Background: an optimization exercise with open tools, aiming at small area. Do not read the settings as production practice.
Only simulation tests tie the RTL to the original design; equivalence was not proved.
Power figures rest on the tool's default switching activity, not on a simulated workload.

## run a
==> flow/design.v <==
package serial_receiver_pkg;
    localparam int DATA_BITS = 8;
    localparam int CNT_W     = 9;
    typedef enum logic [4:0] {
        RX_IDLE        = 5'b00001,
        RX_START_CHECK = 5'b00010,
        RX_DATA        = 5'b00100,
        RX_STOP        = 5'b01000,
        RX_BREAK_WAIT  = 5'b10000
    } rx_state_e;
endpackage
module serial_receiver_fifo #(
    parameter int WIDTH = 8,
    parameter int DEPTH = 512
) (
    input  logic             clk,
    input  logic             srst,
    input  logic             wr_en,
    input  logic [WIDTH-1:0] din,
    input  logic             rd_en,
    output logic [WIDTH-1:0] dout,
    output logic             valid,
    output logic             empty,
    output logic             full,
    output logic [8:0]       data_count
);
    localparam int PW   = $clog2(DEPTH);       
    localparam int CW   = $clog2(DEPTH + 1);   
    localparam int OBD  = 8;                   
    localparam int OW   = $clog2(OBD);         
    localparam int RS   = DEPTH - OBD;         
    localparam int TSP  = 8;                   
    localparam int TW   = $clog2(TSP);         
    localparam int NTAP = RS / TSP;            
    localparam int NINS = 4;
    localparam int SEG  = 128;                 
    logic [WIDTH-1:0] ring_q [RS];
    logic [CW-1:0]    count_q;
    logic [PW-1:0]    fp_q;      
    logic [PW-1:0]    ip_q;      
    logic             pend_q;
    logic [WIDTH-1:0] pbyte_q;
    logic [WIDTH-1:0] ob_q [OBD];
    logic [OW-1:0]    ob_rd_q, ob_wr_q;
    logic [OW:0]      ob_cnt_q;
    logic             do_wr, do_rd, ins, ring_any, pend_only, ob_room;
    logic             fetch, pmove, direct, push;
    logic [WIDTH-1:0] tap_out, ob_in;
    assign valid      = count_q != '0;
    assign empty      = !valid;
    assign full       = count_q[CW-1];
    assign data_count = count_q[8:0];
    assign do_wr      = wr_en && !full;
    assign do_rd      = rd_en && valid;
    assign ring_any   = count_q != CW'(ob_cnt_q);
    assign pend_only  = pend_q && (count_q == CW'(ob_cnt_q) + CW'(1));
    assign ob_room    = !ob_cnt_q[OW] || do_rd;
    assign fetch      = ring_any && !pend_only && (fp_q[TW-1:0] == '0) && ob_room;
    assign pmove      = pend_only && ob_room;
    assign direct     = do_wr && !ring_any && ob_room;
    assign push       = fetch || pmove || direct;
    always_comb begin
        ins = 1'b0;
        for (int k = 0; k < NINS; k++)
            if (ip_q == PW'(k * SEG + TSP - 1)) ins = pend_q;
    end
    always_ff @(posedge clk) begin
        for (int i = 0; i < RS; i++) begin
            if ((i % SEG) == TSP - 1 && pend_q && ip_q == PW'(i))
                ring_q[i] <= pbyte_q;
            else
                ring_q[i] <= ring_q[(i + 1) % RS];
        end
    end
    always_ff @(posedge clk) begin
        if (do_wr) pbyte_q <= din;
    end
    always_comb begin
        tap_out = '0;
        for (int j = 0; j < NTAP; j++)
            tap_out = tap_out | (ring_q[j*TSP] & {WIDTH{fp_q[PW-1:TW] == (PW-TW)'(j)}});
    end
    always_comb begin
        if (fetch)      ob_in = tap_out;
        else if (pmove) ob_in = pbyte_q;
        else            ob_in = din;
    end
    always_ff @(posedge clk) begin
        for (int i = 0; i < OBD; i++)
            if (push && ob_wr_q == OW'(i)) ob_q[i] <= ob_in;
    end
    always_ff @(posedge clk) begin
        if (srst) begin
            count_q  <= '0;
            fp_q     <= '0;
            ip_q     <= PW'(RS - 2);
            pend_q   <= 1'b0;
            ob_rd_q  <= '0;
            ob_wr_q  <= '0;
            ob_cnt_q <= '0;
        end else begin
            count_q  <= count_q + CW'(do_wr) - CW'(do_rd);
            if (!push) fp_q <= (fp_q == '0) ? PW'(RS - 1) : fp_q - PW'(1);
            if (!do_wr) ip_q <= (ip_q == '0) ? PW'(RS - 1) : ip_q - PW'(1);
            if (do_wr && !direct)
                pend_q <= 1'b1;
            else if (ins || pmove)
                pend_q <= 1'b0;
            ob_rd_q  <= ob_rd_q + OW'(do_rd);
            ob_wr_q  <= ob_wr_q + OW'(push);
            ob_cnt_q <= ob_cnt_q + (OW+1)'(push) - (OW+1)'(do_rd);
        end
    end
    assign dout = ob_q[ob_rd_q];
endmodule
module serial_receiver #(
    parameter int CLK_IN = 0,
    parameter int BAUD   = 0,
    parameter int DEPTH  = 512
) (
    input  logic                 clk,
    input  logic                 srst,
    input  logic                 RX,
    input  logic                 rd_en,
    output logic [serial_receiver_pkg::DATA_BITS-1:0] dout,
    output logic                 valid,
    output logic                 empty,
    output logic [serial_receiver_pkg::CNT_W-1:0] data_count,
    output logic                 framing_err,
    output logic                 overrun_err
);
    serial_receiver_pkg::rx_state_e            state_q, state_d;
    logic                 rx_meta_q, rx_s_q;
    logic [3:0]           cnt_q, cnt_d;
    logic [2:0]           bit_pos_q, bit_pos_d;
    logic [serial_receiver_pkg::DATA_BITS-1:0] shift_q;
    logic                 wr_q, wr_d;
    logic                 ferr_q, ferr_d;
    logic                 oerr_q, oerr_d;
    logic                 fifo_full;
    logic                 tick, sample;
    assign tick   = cnt_q == 4'd15;
    assign sample = tick && state_q == serial_receiver_pkg::RX_DATA;
    always_ff @(posedge clk) begin
        if (sample) shift_q <= {rx_s_q, shift_q[7:1]};
    end
    always_ff @(posedge clk) begin
        if (srst) begin
            rx_meta_q <= 1'b1;
            rx_s_q    <= 1'b1;
            state_q   <= serial_receiver_pkg::RX_IDLE;
            cnt_q     <= '0;
            bit_pos_q <= '0;
            wr_q      <= 1'b0;
            ferr_q    <= 1'b0;
            oerr_q    <= 1'b0;
        end else begin
            rx_meta_q <= RX;
            rx_s_q    <= rx_meta_q;
            state_q   <= state_d;
            cnt_q     <= cnt_d;
            bit_pos_q <= bit_pos_d;
            wr_q      <= wr_d;
            ferr_q    <= ferr_d;
            oerr_q    <= oerr_d;
        end
    end
    always_comb begin
        state_d   = state_q;
        cnt_d     = (state_q == serial_receiver_pkg::RX_IDLE) ? 4'd7 : cnt_q + 4'd1;
        bit_pos_d = sample ? bit_pos_q + 3'd1 : bit_pos_q;
        wr_d      = 1'b0;
        ferr_d    = 1'b0;
        oerr_d    = 1'b0;
        case (state_q)
            serial_receiver_pkg::RX_IDLE:
                state_d = rx_s_q ? serial_receiver_pkg::RX_IDLE : serial_receiver_pkg::RX_START_CHECK;
            serial_receiver_pkg::RX_START_CHECK:
                if (tick) state_d = rx_s_q ? serial_receiver_pkg::RX_IDLE : serial_receiver_pkg::RX_DATA;
            serial_receiver_pkg::RX_DATA:
                if (tick && bit_pos_q == 3'd7) state_d = serial_receiver_pkg::RX_STOP;
            serial_receiver_pkg::RX_STOP: begin
                if (tick) begin
                    wr_d    = rx_s_q && !fifo_full;
                    oerr_d  = rx_s_q && fifo_full;
                    ferr_d  = !rx_s_q;
                    state_d = rx_s_q ? serial_receiver_pkg::RX_IDLE : serial_receiver_pkg::RX_BREAK_WAIT;
                end
            end
            serial_receiver_pkg::RX_BREAK_WAIT: state_d = rx_s_q ? serial_receiver_pkg::RX_IDLE : serial_receiver_pkg::RX_BREAK_WAIT;
            default:       state_d = serial_receiver_pkg::RX_IDLE;
        endcase
    end
    assign framing_err = ferr_q;
    assign overrun_err = oerr_q;
    serial_receiver_fifo #(
        .WIDTH (serial_receiver_pkg::DATA_BITS),
        .DEPTH (DEPTH)
    ) u_fifo (
        .clk        (clk),
        .srst       (srst),
        .wr_en      (wr_q),
        .din        (shift_q),
        .rd_en      (rd_en),
        .dout       (dout),
        .valid      (valid),
        .empty      (empty),
        .full       (fifo_full),
        .data_count (data_count)
    );
endmodule
module uart_rx (
    input  logic       clk,
    input  logic       srst,
    input  logic       rx,
    input  logic       rd_en,
    output logic [7:0] dout,
    output logic       valid,
    output logic       empty,
    output logic [8:0] data_count,
    output logic       framing_err,
    output logic       overrun_err
);
    serial_receiver #(
        .CLK_IN (16_000_000),
        .BAUD   (1_000_000),
        .DEPTH  (512)
    ) u_rx (
        .clk         (clk),
        .srst        (srst),
        .RX          (rx),
        .rd_en       (rd_en),
        .dout        (dout),
        .valid       (valid),
        .empty       (empty),
        .data_count  (data_count),
        .framing_err (framing_err),
        .overrun_err (overrun_err)
    );
endmodule
Settings: LEC_CHECK=0, CAP_MARGIN=20, CORE_MARGIN=2, CORE_UTILIZATION=50, CTS_BUF_LIST=sky130_fd_sc_hd__clkbuf_8, CTS_CLUSTER_DIAMETER=60, CTS_CLUSTER_SIZE=16, SLEW_MARGIN=20; clock period 11.0 ns.
run.sh (not shown) runs the stock make flow with config.mk's settings and CLKGATE_MAP_FILE= SYNTH_SCRIPT=/design/flow/synth_recipe.tcl, a recipe that flattens the netlist after the stock synthesis.
Run a went all the way through the flow, and no timing, DRC or antenna check failed.
diff inputs: run a => run b
--- a/flow/design.v
+++ b/flow/design.v
@@ -31,21 +31,22 @@
     localparam int RS   = DEPTH - OBD;         
     localparam int TSP  = 8;                   
     localparam int TW   = $clog2(TSP);         
     localparam int NTAP = RS / TSP;            
-    localparam int NINS = 4;
-    localparam int SEG  = 128;                 
+    localparam int NINS = 7;
+    localparam int SEG  = RS / NINS;           
     logic [WIDTH-1:0] ring_q [RS];
     logic [CW-1:0]    count_q;
     logic [PW-1:0]    fp_q;      
-    logic [PW-1:0]    ip_q;      
+    logic [PW-1:0]    cp_q;      
     logic             pend_q;
     logic [WIDTH-1:0] pbyte_q;
     logic [WIDTH-1:0] ob_q [OBD];
     logic [OW-1:0]    ob_rd_q, ob_wr_q;
     logic [OW:0]      ob_cnt_q;
     logic             do_wr, do_rd, ins, ring_any, pend_only, ob_room;
     logic             fetch, pmove, direct, push;
+    logic [PW-1:0]    ins_pos;
     logic [WIDTH-1:0] tap_out, ob_in;
     assign valid      = count_q != '0;
     assign empty      = !valid;
     assign full       = count_q[CW-1];
@@ -58,16 +59,17 @@
     assign fetch      = ring_any && !pend_only && (fp_q[TW-1:0] == '0) && ob_room;
     assign pmove      = pend_only && ob_room;
     assign direct     = do_wr && !ring_any && ob_room;
     assign push       = fetch || pmove || direct;
+    assign ins_pos    = (cp_q < PW'(2)) ? cp_q + PW'(RS - 2) : cp_q - PW'(2);
     always_comb begin
         ins = 1'b0;
         for (int k = 0; k < NINS; k++)
-            if (ip_q == PW'(k * SEG + TSP - 1)) ins = pend_q;
+            if (ins_pos == PW'(k * SEG + SEG - 1)) ins = pend_q;
     end
     always_ff @(posedge clk) begin
         for (int i = 0; i < RS; i++) begin
-            if ((i % SEG) == TSP - 1 && pend_q && ip_q == PW'(i))
+            if ((i % SEG) == SEG - 1 && pend_q && ins_pos == PW'(i))
                 ring_q[i] <= pbyte_q;
             else
                 ring_q[i] <= ring_q[(i + 1) % RS];
         end
@@ -92,17 +94,17 @@
     always_ff @(posedge clk) begin
         if (srst) begin
             count_q  <= '0;
             fp_q     <= '0;
-            ip_q     <= PW'(RS - 2);
+            cp_q     <= '0;
             pend_q   <= 1'b0;
             ob_rd_q  <= '0;
             ob_wr_q  <= '0;
             ob_cnt_q <= '0;
         end else begin
             count_q  <= count_q + CW'(do_wr) - CW'(do_rd);
             if (!push) fp_q <= (fp_q == '0) ? PW'(RS - 1) : fp_q - PW'(1);
-            if (!do_wr) ip_q <= (ip_q == '0) ? PW'(RS - 1) : ip_q - PW'(1);
+            if (!do_wr) cp_q <= (cp_q == '0) ? PW'(RS - 1) : cp_q - PW'(1);
             if (do_wr && !direct)
                 pend_q <= 1'b1;
             else if (ins || pmove)
                 pend_q <= 1'b0;
[summary]
For fraction of the mapped netlist area in compound gates, run a and run b come out practically identical. Net count of the mapped netlist in run b vs run a: up 1.1%. Taking run a as the reference, in run b amount of wire on met2 after detailed routing went down; setup slack saw an increase; initial cell density of the core was more or less identical; global router's overall resource usage +0.17 points. | final estimated routing congestion in global placement | run a vs run b | ≈ equal |. Total power: run b better than run a. Of run a and run b, the higher net switching power of the design belongs to run a. Compared with run a, run b shows count of non-CTS buffers in the layout that has gone down by more than 10%. Taking run a as the reference, in run b total of clock buffers placed in the layout fell by about 0.6%; sum of routed wire length over all layers went up by 1000 µm; final-layout fill cell count held; latest clock arrival within the worst-skew pair grew by 20 ps.

separate check: timing with driven ports:
Ports are ideal in the flow. The routed layouts listed here were re-timed in OpenROAD.
Step 1 sets driving cells, clkbuf_16 on the clock port and buf_2 on the other inputs (assumed; they add their load-dependent delay and slew).
Step 2 adds t to the input delays and takes it off the output delays; t is the mean of the earliest and latest rising clock arrival at the registers after step 1. Input paths then give back, and output paths get back, about the clock's delay inside the block.
Three values: ideal ports, drivers, drivers and shift; two values: the first two.
run | shift t [ns] | setup slack, ns | worst register clock-pin slew, ns | worst data-port slew with drivers (ns)
run a | 1.069 | 5.110 / 5.032 / 5.839 | 0.10 / 0.10 | 0.04
run b | 1.085 | 5.494 / 5.413 / 5.782 | 0.10 / 0.10 | 0.04
After both steps every run listed still meets setup and hold.
